From an optimization exercise on the open Yosys and OpenROAD flow, aimed at small area and few clock cycles per item; shortcuts taken in it are not production practice.
Function was checked by simulation only, so behaviour that the tests miss may differ from the original.
Power and IR drop assume default switching activity.

run A:
==> flow/design.v <==
package tbs_pkg;
  localparam int CountMax = 65535;
  localparam logic [15:0] CntMax = 16'(CountMax);
  localparam logic [15:0] PosMax = 16'hFFFF;
  localparam logic [30:0] SumMax = 31'h7FFF_FFFF;
  localparam logic [14:0] LowestReset = 15'h7FFF;
  localparam logic [14:0] NormalLimitReset = 15'd464;
  localparam logic [14:0] WarningLimitReset = 15'd704;
  localparam logic [14:0] CriticalLimitReset = 15'd944;
  localparam logic [14:0] TripLevelReset = 15'd720;
  typedef enum logic [1:0] {
    CfgNormalLimit = 2'd0,
    CfgWarningLimit = 2'd1,
    CfgCriticalLimit = 2'd2,
    CfgTripLevel = 2'd3
  } cfg_idx_e;
  typedef enum logic {
    ActSample = 1'b0,
    ActClear = 1'b1
  } action_e;
  typedef struct packed {
    logic              action;
    logic signed [15:0] sample;
  } in_t;
  typedef struct packed {
    logic [14:0] min_seen;
    logic [14:0] max_seen;
    logic [30:0] total;
    logic [15:0] skipped_count;
    logic [15:0] normal_count;
    logic [15:0] warning_count;
    logic [15:0] critical_count;
    logic [15:0] shutdown_count;
    logic        trip_seen;
    logic [15:0] trip_index;
  } out_t;
  typedef struct packed {
    logic [14:0] normal_limit;
    logic [14:0] warning_limit;
    logic [14:0] critical_limit;
    logic [14:0] trip_level;
  } cfg_t;
  localparam out_t StatsReset = {
    LowestReset,   
    15'd0,         
    31'd0,         
    16'd0,         
    16'd0,         
    16'd0,         
    16'd0,         
    16'd0,         
    1'b0,          
    16'd0          
  };
endpackage
import tbs_pkg::*;
module tbs_cfg_regs (
  input  logic        clk_i,
  input  logic        rst_ni,
  input  logic        cfg_we_i,
  input  logic [1:0]  cfg_idx_i,
  input  logic [14:0] cfg_data_i,
  output tbs_pkg::cfg_t        cfg_o
);
  tbs_pkg::cfg_t cfg_d;
  tbs_pkg::cfg_t cfg_q;
  always_comb begin
    cfg_d = cfg_q;
    if (cfg_we_i) begin
      unique case (cfg_idx_i)
        CfgNormalLimit:   cfg_d.normal_limit = cfg_data_i;
        CfgWarningLimit:  cfg_d.warning_limit = cfg_data_i;
        CfgCriticalLimit: cfg_d.critical_limit = cfg_data_i;
        CfgTripLevel:     cfg_d.trip_level = cfg_data_i;
        default:          cfg_d = cfg_q;
      endcase
    end
  end
  always_ff @(posedge clk_i or negedge rst_ni) begin
    if (!rst_ni) begin
      cfg_q <= {NormalLimitReset, WarningLimitReset, CriticalLimitReset, TripLevelReset};
    end else begin
      cfg_q <= cfg_d;
    end
  end
  assign cfg_o = cfg_q;
endmodule
import tbs_pkg::*;
module tbs_stats (
  input  logic clk_i,
  input  logic rst_ni,
  input  logic accept_i,
  input  tbs_pkg::in_t  in_data_i,
  input  tbs_pkg::cfg_t cfg_i,
  output tbs_pkg::out_t res_o
);
  logic        fresh_q;
  logic [14:0] min_q, max_q;
  logic [14:0] total_lo_q;
  logic [15:0] total_hi_q;
  logic [15:0] skip_q, norm_q, warn_q, crit_q, shut_q;
  logic        trip_q;
  logic [15:0] pidx_q;
  logic        clr_a, skip_a, smp_a, wipe;
  logic [14:0] t;
  logic        in_normal, in_warning, in_critical, trip_hit;
  logic        lt_min, gt_max;
  function automatic logic le15(input logic [14:0] a, input logic [14:0] b);
    logic r;
    r = 1'b1;
    for (int i = 0; i < 15; i++) r = (!a[i] && b[i]) || (!a[i] && r) || (b[i] && r);
    le15 = r;
  endfunction
  function automatic logic [15:0] cnt_next(input logic [15:0] v, input logic en,
                                           input logic wp);
    logic g, c;
    g = en && !(&v);
    c = g;
    for (int i = 0; i < 16; i++) begin
      if (i == 8) c = g && (&v[7:0]);
      cnt_next[i] = (i == 0) ? (wp ? en : v[i] ^ c) : (!wp && (v[i] ^ c));
      c = c && v[i];
    end
  endfunction
  assign t      = in_data_i.sample[14:0];
  assign clr_a  = accept_i && in_data_i.action;
  assign skip_a = accept_i && !in_data_i.action && in_data_i.sample[15];
  assign smp_a  = accept_i && !in_data_i.action && !in_data_i.sample[15];
  assign wipe   = clr_a || fresh_q;
  assign in_normal   = le15(t, cfg_i.normal_limit);
  assign in_warning  = le15(t, cfg_i.warning_limit);
  assign in_critical = le15(t, cfg_i.critical_limit);
  assign trip_hit    = le15(cfg_i.trip_level, t);
  assign lt_min      = !le15(min_q, t);
  assign gt_max      = !le15(t, max_q);
  logic [14:0] addend, lo_sum;
  logic        lo_c, ovf;
  always_comb begin
    logic c, c0, c1;
    logic [14:8] s0, s1;
    addend = smp_a ? t : 15'd0;
    c = 1'b0;
    for (int i = 0; i < 8; i++) begin
      lo_sum[i] = total_lo_q[i] ^ addend[i] ^ c;
      c = (total_lo_q[i] && addend[i]) || (c && (total_lo_q[i] ^ addend[i]));
    end
    c0 = 1'b0;
    c1 = 1'b1;
    for (int i = 8; i < 15; i++) begin
      s0[i] = total_lo_q[i] ^ addend[i] ^ c0;
      c0 = (total_lo_q[i] && addend[i]) || (c0 && (total_lo_q[i] ^ addend[i]));
      s1[i] = total_lo_q[i] ^ addend[i] ^ c1;
      c1 = (total_lo_q[i] && addend[i]) || (c1 && (total_lo_q[i] ^ addend[i]));
    end
    lo_sum[14:8] = (s1 & {7{c}}) | (s0 & {7{!c}});
    lo_c = (c1 & c) | (c0 & !c);
  end
  assign ovf = lo_c && (&total_hi_q) && !fresh_q;
  logic [15:0] hi_next;
  always_comb begin
    logic g, c;
    g = lo_c && !(&total_hi_q);
    c = g;
    for (int i = 0; i < 16; i++) begin
      if (i == 4)  c = g && (&total_hi_q[3:0]);
      if (i == 8)  c = g && (&total_hi_q[7:0]);
      if (i == 12) c = g && (&total_hi_q[11:0]);
      hi_next[i] = (i == 0) ? (fresh_q ? 1'b0 : total_hi_q[i] ^ c)
                            : (!fresh_q && (total_hi_q[i] ^ c));
      c = c && total_hi_q[i];
    end
  end
  always_ff @(posedge clk_i or negedge rst_ni) begin
    if (!rst_ni) begin
      fresh_q    <= 1'b1;
      total_lo_q <= '0;
      trip_q     <= 1'b0;
    end else begin
      if (accept_i) fresh_q <= 1'b0;
      if (clr_a) begin
        total_lo_q <= '0;
        trip_q     <= 1'b0;
      end else begin
        total_lo_q <= lo_sum | {15{ovf}};
        trip_q     <= trip_q || (smp_a && trip_hit);
      end
    end
  end
  always_ff @(posedge clk_i) begin
    if (smp_a && (fresh_q || lt_min)) min_q <= t;
    else if (wipe)                    min_q <= LowestReset;
    if (smp_a && (fresh_q || gt_max)) max_q <= t;
    else if (wipe)                    max_q <= '0;
    total_hi_q <= clr_a ? '0 : hi_next;
    skip_q <= clr_a ? '0 : cnt_next(skip_q, skip_a, fresh_q);
    norm_q <= clr_a ? '0 : cnt_next(norm_q, smp_a && in_normal, fresh_q);
    warn_q <= clr_a ? '0 : cnt_next(warn_q, smp_a && !in_normal && in_warning, fresh_q);
    crit_q <= clr_a ? '0 : cnt_next(crit_q, smp_a && !in_normal && !in_warning && in_critical,
                                    fresh_q);
    shut_q <= clr_a ? '0 : cnt_next(shut_q, smp_a && !in_normal && !in_warning && !in_critical,
                                    fresh_q);
    pidx_q <= clr_a ? '0 : cnt_next(pidx_q, (skip_a || smp_a) && !trip_q &&
                                    !(smp_a && trip_hit), fresh_q);
  end
  assign res_o = {min_q, max_q, total_hi_q, total_lo_q,
                  skip_q, norm_q, warn_q, crit_q, shut_q, trip_q, pidx_q & {16{trip_q}}};
endmodule
import tbs_pkg::*;
module tbs_out_reg (
  input  logic clk_i,
  input  logic rst_ni,
  input  logic in_valid_i,
  output logic in_ready_o,
  output logic accept_o,
  output logic out_valid_o,
  input  logic out_ready_i
);
  logic out_valid_q;
  assign in_ready_o = !out_valid_q || out_ready_i;
  assign accept_o   = in_valid_i && in_ready_o;
  always_ff @(posedge clk_i or negedge rst_ni) begin
    if (!rst_ni) begin
      out_valid_q <= 1'b0;
    end else if (in_ready_o) begin
      out_valid_q <= in_valid_i;
    end
  end
  assign out_valid_o = out_valid_q;
endmodule
import tbs_pkg::*;
module temperature_band_statistics (
  input  logic         clk_i,
  input  logic         rst_ni,
  input  logic         in_valid_i,
  output logic         in_ready_o,
  input  logic [16:0]  in_data_i,
  output logic         out_valid_o,
  input  logic         out_ready_i,
  output logic [157:0] out_data_o,
  input  logic         cfg_we_i,
  input  logic [1:0]   cfg_idx_i,
  input  logic [14:0]  cfg_data_i
);
  tbs_pkg::cfg_t cfg;
  tbs_pkg::in_t  in_data;
  tbs_pkg::out_t res;
  logic accept;
  assign in_data    = in_data_i;
  assign out_data_o = res;
  tbs_cfg_regs u_cfg (
    .clk_i,
    .rst_ni,
    .cfg_we_i,
    .cfg_idx_i,
    .cfg_data_i,
    .cfg_o (cfg)
  );
  tbs_out_reg u_out (
    .clk_i,
    .rst_ni,
    .in_valid_i,
    .in_ready_o,
    .accept_o (accept),
    .out_valid_o,
    .out_ready_i
  );
  tbs_stats u_stats (
    .clk_i,
    .rst_ni,
    .accept_i  (accept),
    .in_data_i (in_data),
    .cfg_i     (cfg),
    .res_o     (res)
  );
endmodule
clock: 6.0 ns
lec_check: 0
cap_margin: 20
core_margin: 2
core_utilization: 40
slew_margin: 20
standard.sh (not shown) runs the stock make flow with config.mk's settings and CLKGATE_MAP_FILE= SYNTH_SCRIPT=/design/flow/synth_recipe.tcl, a recipe that flattens the netlist after the stock synthesis.
==> flow/flow/run.sh <==
#!/bin/bash
set -euo pipefail
HERE=$(pwd)
RES=$HERE/orfs/results/$FLOW_PLATFORM/temperature_band_statistics/base
YOSYS=${FLOW_HOME}/../tools/install/yosys/bin/yosys
[[ -x $YOSYS ]] || YOSYS=yosys

bash standard.sh synth > standard_synth.log 2>&1

cp $RES/1_2_yosys.v $HERE/synth_standard.v
LIB=${FLOW_HOME}/platforms/sky130hd/lib/sky130_fd_sc_hd__tt_025C_1v80.lib
sed -e "s|@LIB@|$LIB|g" -e "s|@IN@|$HERE/synth_standard.v|g" -e "s|@OUT@|$RES/1_2_yosys.v|g" \
    -e "s|@ABC@|$HERE/flow/area.abc|g" -e "s|@CONSTR@|$HERE/flow/abc.constr|g" \
    flow/remap.ys > remap_run.ys
$YOSYS -s remap_run.ys > remap.log 2>&1
rm -f $RES/1_synth.odb $RES/1_synth.sdc

export BUFFER_PORTS_ARGS="-buffer_cell sky130_fd_sc_hd__buf_1"
export CTS_ARGS="-sink_clustering_enable -repair_clock_nets -dont_use_dummy_load -buf_list sky130_fd_sc_hd__clkbuf_8 -sink_clustering_size 20 -sink_clustering_max_diameter 60"
bash standard.sh > standard_make.log 2>&1
==> flow/flow/abc.constr <==
set_driving_cell sky130_fd_sc_hd__buf_1
set_load 5
==> flow/flow/area.abc <==
strash
&get -n
&dch -f
&nf -R 1000
&put
==> flow/flow/remap.ys <==
# Map the combinational logic of the standard synthesis again; registers stay as they are.
read_liberty -ignore_miss_func @LIB@
read_verilog @IN@
hierarchy -check -top temperature_band_statistics
blackbox sky130_fd_sc_hd__df* sky130_fd_sc_hd__edf* sky130_fd_sc_hd__sdf* sky130_fd_sc_hd__dl*
flatten
rename -hide w:*.*
opt_clean
opt -fast
abc -script @ABC@ -liberty @LIB@ -dont_use *lpflow* -dont_use *probe_p* -dont_use *probec_p* -constr @CONSTR@ -D 4000
setundef -zero
splitnets
opt_clean -purge
hilomap -singleton -hicell sky130_fd_sc_hd__conb_1 HI -locell sky130_fd_sc_hd__conb_1 LO
insbuf -buf sky130_fd_sc_hd__buf_4 A X
opt_clean -purge
rename -hide w:*$func$*
stat -liberty @LIB@
write_verilog -noattr -nohex -nodec @OUT@
Run A reached the final stage; the timing, design-rule and antenna checks on its layout passed.
Testbench counts of run A, summed over its fixed seeds: cycles 32,008, items 32,000.
Input-level comparison between run B and run A:
Settings: changing CORE_UTILIZATION from 40 to 65.
diff --git a/flow/flow/run.sh b/flow/flow/run.sh
--- a/flow/flow/run.sh
+++ b/flow/flow/run.sh
@@ -18,3 +18,7 @@
 export BUFFER_PORTS_ARGS="-buffer_cell sky130_fd_sc_hd__buf_1"
-export CTS_ARGS="-sink_clustering_enable -repair_clock_nets -dont_use_dummy_load -buf_list sky130_fd_sc_hd__clkbuf_8 -sink_clustering_size 20 -sink_clustering_max_diameter 60"
+export CTS_ARGS="-sink_clustering_enable -repair_clock_nets -dont_use_dummy_load -buf_list sky130_fd_sc_hd__clkbuf_4 -sink_clustering_size 10 -sink_clustering_max_diameter 40"
+# Downsize non-critical cells after global routing (ORFS power recovery).
+export RECOVER_POWER=100
+# ... then fix any slew/cap violation it leaves (flow/post_grt.tcl).
+export POST_GLOBAL_ROUTE_TCL=$HERE/flow/post_grt.tcl
 bash standard.sh > standard_make.log 2>&1
==> flow/flow/area.abc <==
strash
dc2
rewrite -z
refactor -z
&get -n
&deepsyn -T 60
&dch -f
&nf -R 1000
&put
==> flow/flow/post_grt.tcl (new file) <==
# After ORFS's power recovery (which downsizes cells and may leave slew or capacitance
# violations, e.g. on the reset tree), repair slew/cap again and re-route the nets
# that changed, then rewrite the route guides for detailed routing.
log_cmd estimate_parasitics -global_routing
log_cmd global_route -start_incremental
log_cmd repair_design -slew_margin 20 -cap_margin 20 -verbose
log_cmd detailed_placement
log_cmd global_route -end_incremental
log_cmd estimate_parasitics -global_routing
report_check_types -max_slew -max_capacitance -violators
write_guides $::env(RESULTS_DIR)/route.guide
[summary]
- Every stage of the flow completed for run B, and the final layout passed the timing, design-rule and antenna checks.
- Comparing run A and run B, area after synthesis is higher on run A.
- Run A ended up with nor3_1 as its cell at the slowest stage of the critical path; run B ended up with maj3_1.
- u_stats.crit_q[7]$_SDFF_PP0_ as the endpoint of the worst setup timing path was reported by run A, and u_stats.crit_q[15]$_SDFF_PP0_ by run B.
- Post-route standard cell area excluding fillers went down by a few percent going from run A to run B.
- Global-route wire length before repair of run B falls short of that of run A by a little under 10%.
- For the routed wire length, run B came in about 10% lower than run A did.
- Run B vs run A: first-iteration DRC count up by more than a quarter
- Total chip power (run B vs. run A) decreases by a few percent
- On shortest period the worst path allows, run A beats run B.
Modified inputs, run C compared to run B
Settings: CORE_UTILIZATION now 40, was 65.
diff --git a/flow/flow/run.sh b/flow/flow/run.sh
--- a/flow/flow/run.sh
+++ b/flow/flow/run.sh
@@ -18,7 +18,3 @@
 export BUFFER_PORTS_ARGS="-buffer_cell sky130_fd_sc_hd__buf_1"
-export CTS_ARGS="-sink_clustering_enable -repair_clock_nets -dont_use_dummy_load -buf_list sky130_fd_sc_hd__clkbuf_4 -sink_clustering_size 10 -sink_clustering_max_diameter 40"
-# Downsize non-critical cells after global routing (ORFS power recovery).
-export RECOVER_POWER=100
-# ... then fix any slew/cap violation it leaves (flow/post_grt.tcl).
-export POST_GLOBAL_ROUTE_TCL=$HERE/flow/post_grt.tcl
+export CTS_ARGS="-sink_clustering_enable -repair_clock_nets -dont_use_dummy_load -buf_list sky130_fd_sc_hd__clkbuf_16 -sink_clustering_size 40 -sink_clustering_max_diameter 60"
 bash standard.sh > standard_make.log 2>&1
==> flow/flow/area.abc <==
strash
&get -n
&dch -f
&nf -R 1000
&put
removed: flow/flow/post_grt.tcl
Results
Against run B as the reference, run C delivers a lower worst slew margin relative to its limit.
Between run C and run B, it is run C whose area after synthesis is higher, by about 3.3%.
Run C vs run B — period utilization dropped 13 points.
In the metrics for run B and run C, the one carrying the higher overall die area is run C.
When run C is set beside run B, its data arrival time of the critical path turns out to be 930 ps smaller.
Looking at standard cell area after detailed placement across run B and run C, the one that comes out lower is run B.
Every run in the comparison, run B and run C, completed the flow with a clean layout.
Re number of vias after detailed routing: run B and run C aren't equal, and the lower value belongs to run C.
Run C against run B: met2 capacity usage during global routing shows a reduction of 15 points; number of tap cells inserted saw an increase.
> inputs changed (run C -> run D)
Settings: changing CORE_UTILIZATION from 40 to 85.
diff --git a/flow/flow/run.sh b/flow/flow/run.sh
--- a/flow/flow/run.sh
+++ b/flow/flow/run.sh
@@ -1,2 +1,9 @@
 #!/bin/bash
+# Own flow: the standard layout (standard.sh) with these changes.
+#  2. Port buffers use the smallest buffer (buf_1) instead of the one buffer_ports picks.
+#  3. The clock tree is built from small clock buffers, without dummy loads.
+#  4. Timing-driven global placement does not keep its trial buffering.
+#  5. After global routing, ORFS's power recovery downsizes non-critical cells, and
+#     flow/post_grt.tcl repairs any slew/capacitance violation that leaves.
+# Each tool's output goes to a log file of its own in this folder.
 set -euo pipefail
@@ -17,4 +24,10 @@
 
+# Timing-driven placement weights nets by timing but does not keep its trial buffering.
+export GPL_KEEP_OVERFLOW=0
 export BUFFER_PORTS_ARGS="-buffer_cell sky130_fd_sc_hd__buf_1"
-export CTS_ARGS="-sink_clustering_enable -repair_clock_nets -dont_use_dummy_load -buf_list sky130_fd_sc_hd__clkbuf_16 -sink_clustering_size 40 -sink_clustering_max_diameter 60"
+export CTS_ARGS="-sink_clustering_enable -repair_clock_nets -dont_use_dummy_load -buf_list sky130_fd_sc_hd__clkbuf_4 -sink_clustering_size 10 -sink_clustering_max_diameter 40"
+# Downsize non-critical cells after global routing (ORFS power recovery).
+export RECOVER_POWER=100
+# ... then fix any slew/cap violation it leaves (flow/post_grt.tcl).
+export POST_GLOBAL_ROUTE_TCL=$HERE/flow/post_grt.tcl
 bash standard.sh > standard_make.log 2>&1
==> flow/flow/area.abc <==
strash
dc2
rewrite -z
refactor -z
&get -n
&dch -f
&nf -R 1000
&put
==> flow/flow/post_grt.tcl (new file) <==
# After ORFS's power recovery (which downsizes cells and may leave slew or capacitance
# violations, e.g. on the reset tree), repair slew/cap again and re-route the nets
# that changed, then rewrite the route guides for detailed routing.
log_cmd estimate_parasitics -global_routing
log_cmd global_route -start_incremental
log_cmd repair_design -slew_margin 20 -cap_margin 20 -verbose
log_cmd detailed_placement
log_cmd global_route -end_incremental
log_cmd estimate_parasitics -global_routing
report_check_types -max_slew -max_capacitance -violators
write_guides $::env(RESULTS_DIR)/route.guide
Results
- Status | run D and run C | clean except run D
- Summary of run D over run C: horizontal die dimension went down by about 30%; post-synthesis average cell area climbed about 1.6%.
- Run D vs run C, synthesized net count went down by 4.0%.
- Site row count, run D vs run C: down by more than a quarter
- Between run C and run D, the flow reports synthesized instance count decreasing by a few percent.
- Compared with run C, run D shows mapped cell area lower by 270 um2.

port drivers added, routing unchanged:
The results above use ideal ports. As a check the final layouts listed here were re-extracted and re-timed, cells and wires unchanged.
Step 1, drivers: a clkbuf_16 drives clk_i and a buf_2 each remaining input, both assumed.
Step 2, shift: input delay + t, output delay - t, t = (earliest + latest rising clock arrival at the registers) / 2. This alone moves slack from input paths to output paths.
Three values: ideal, step 1, step 2; two values: the first two.
run | shift t [ns] | setup WS [ns] | worst setup path after step 2 | clock arrival spread, ns
run A | 0.565 | 1.239 / 1.226 / 0.661 | input to register | 0.053 / 0.053
run B | 0.685 | 0.427 / 0.443 / -0.243 | input to register | 0.061 / 0.061
run C | 0.534 | 1.205 / 1.197 / 0.662 | input to register | 0.043 / 0.043
Met with ideal ports but missed after step 2: setup timing in run B. For run B, which loses most, drivers alone change the setup slack by +0.016 ns; drivers and shift together by -0.670 ns.
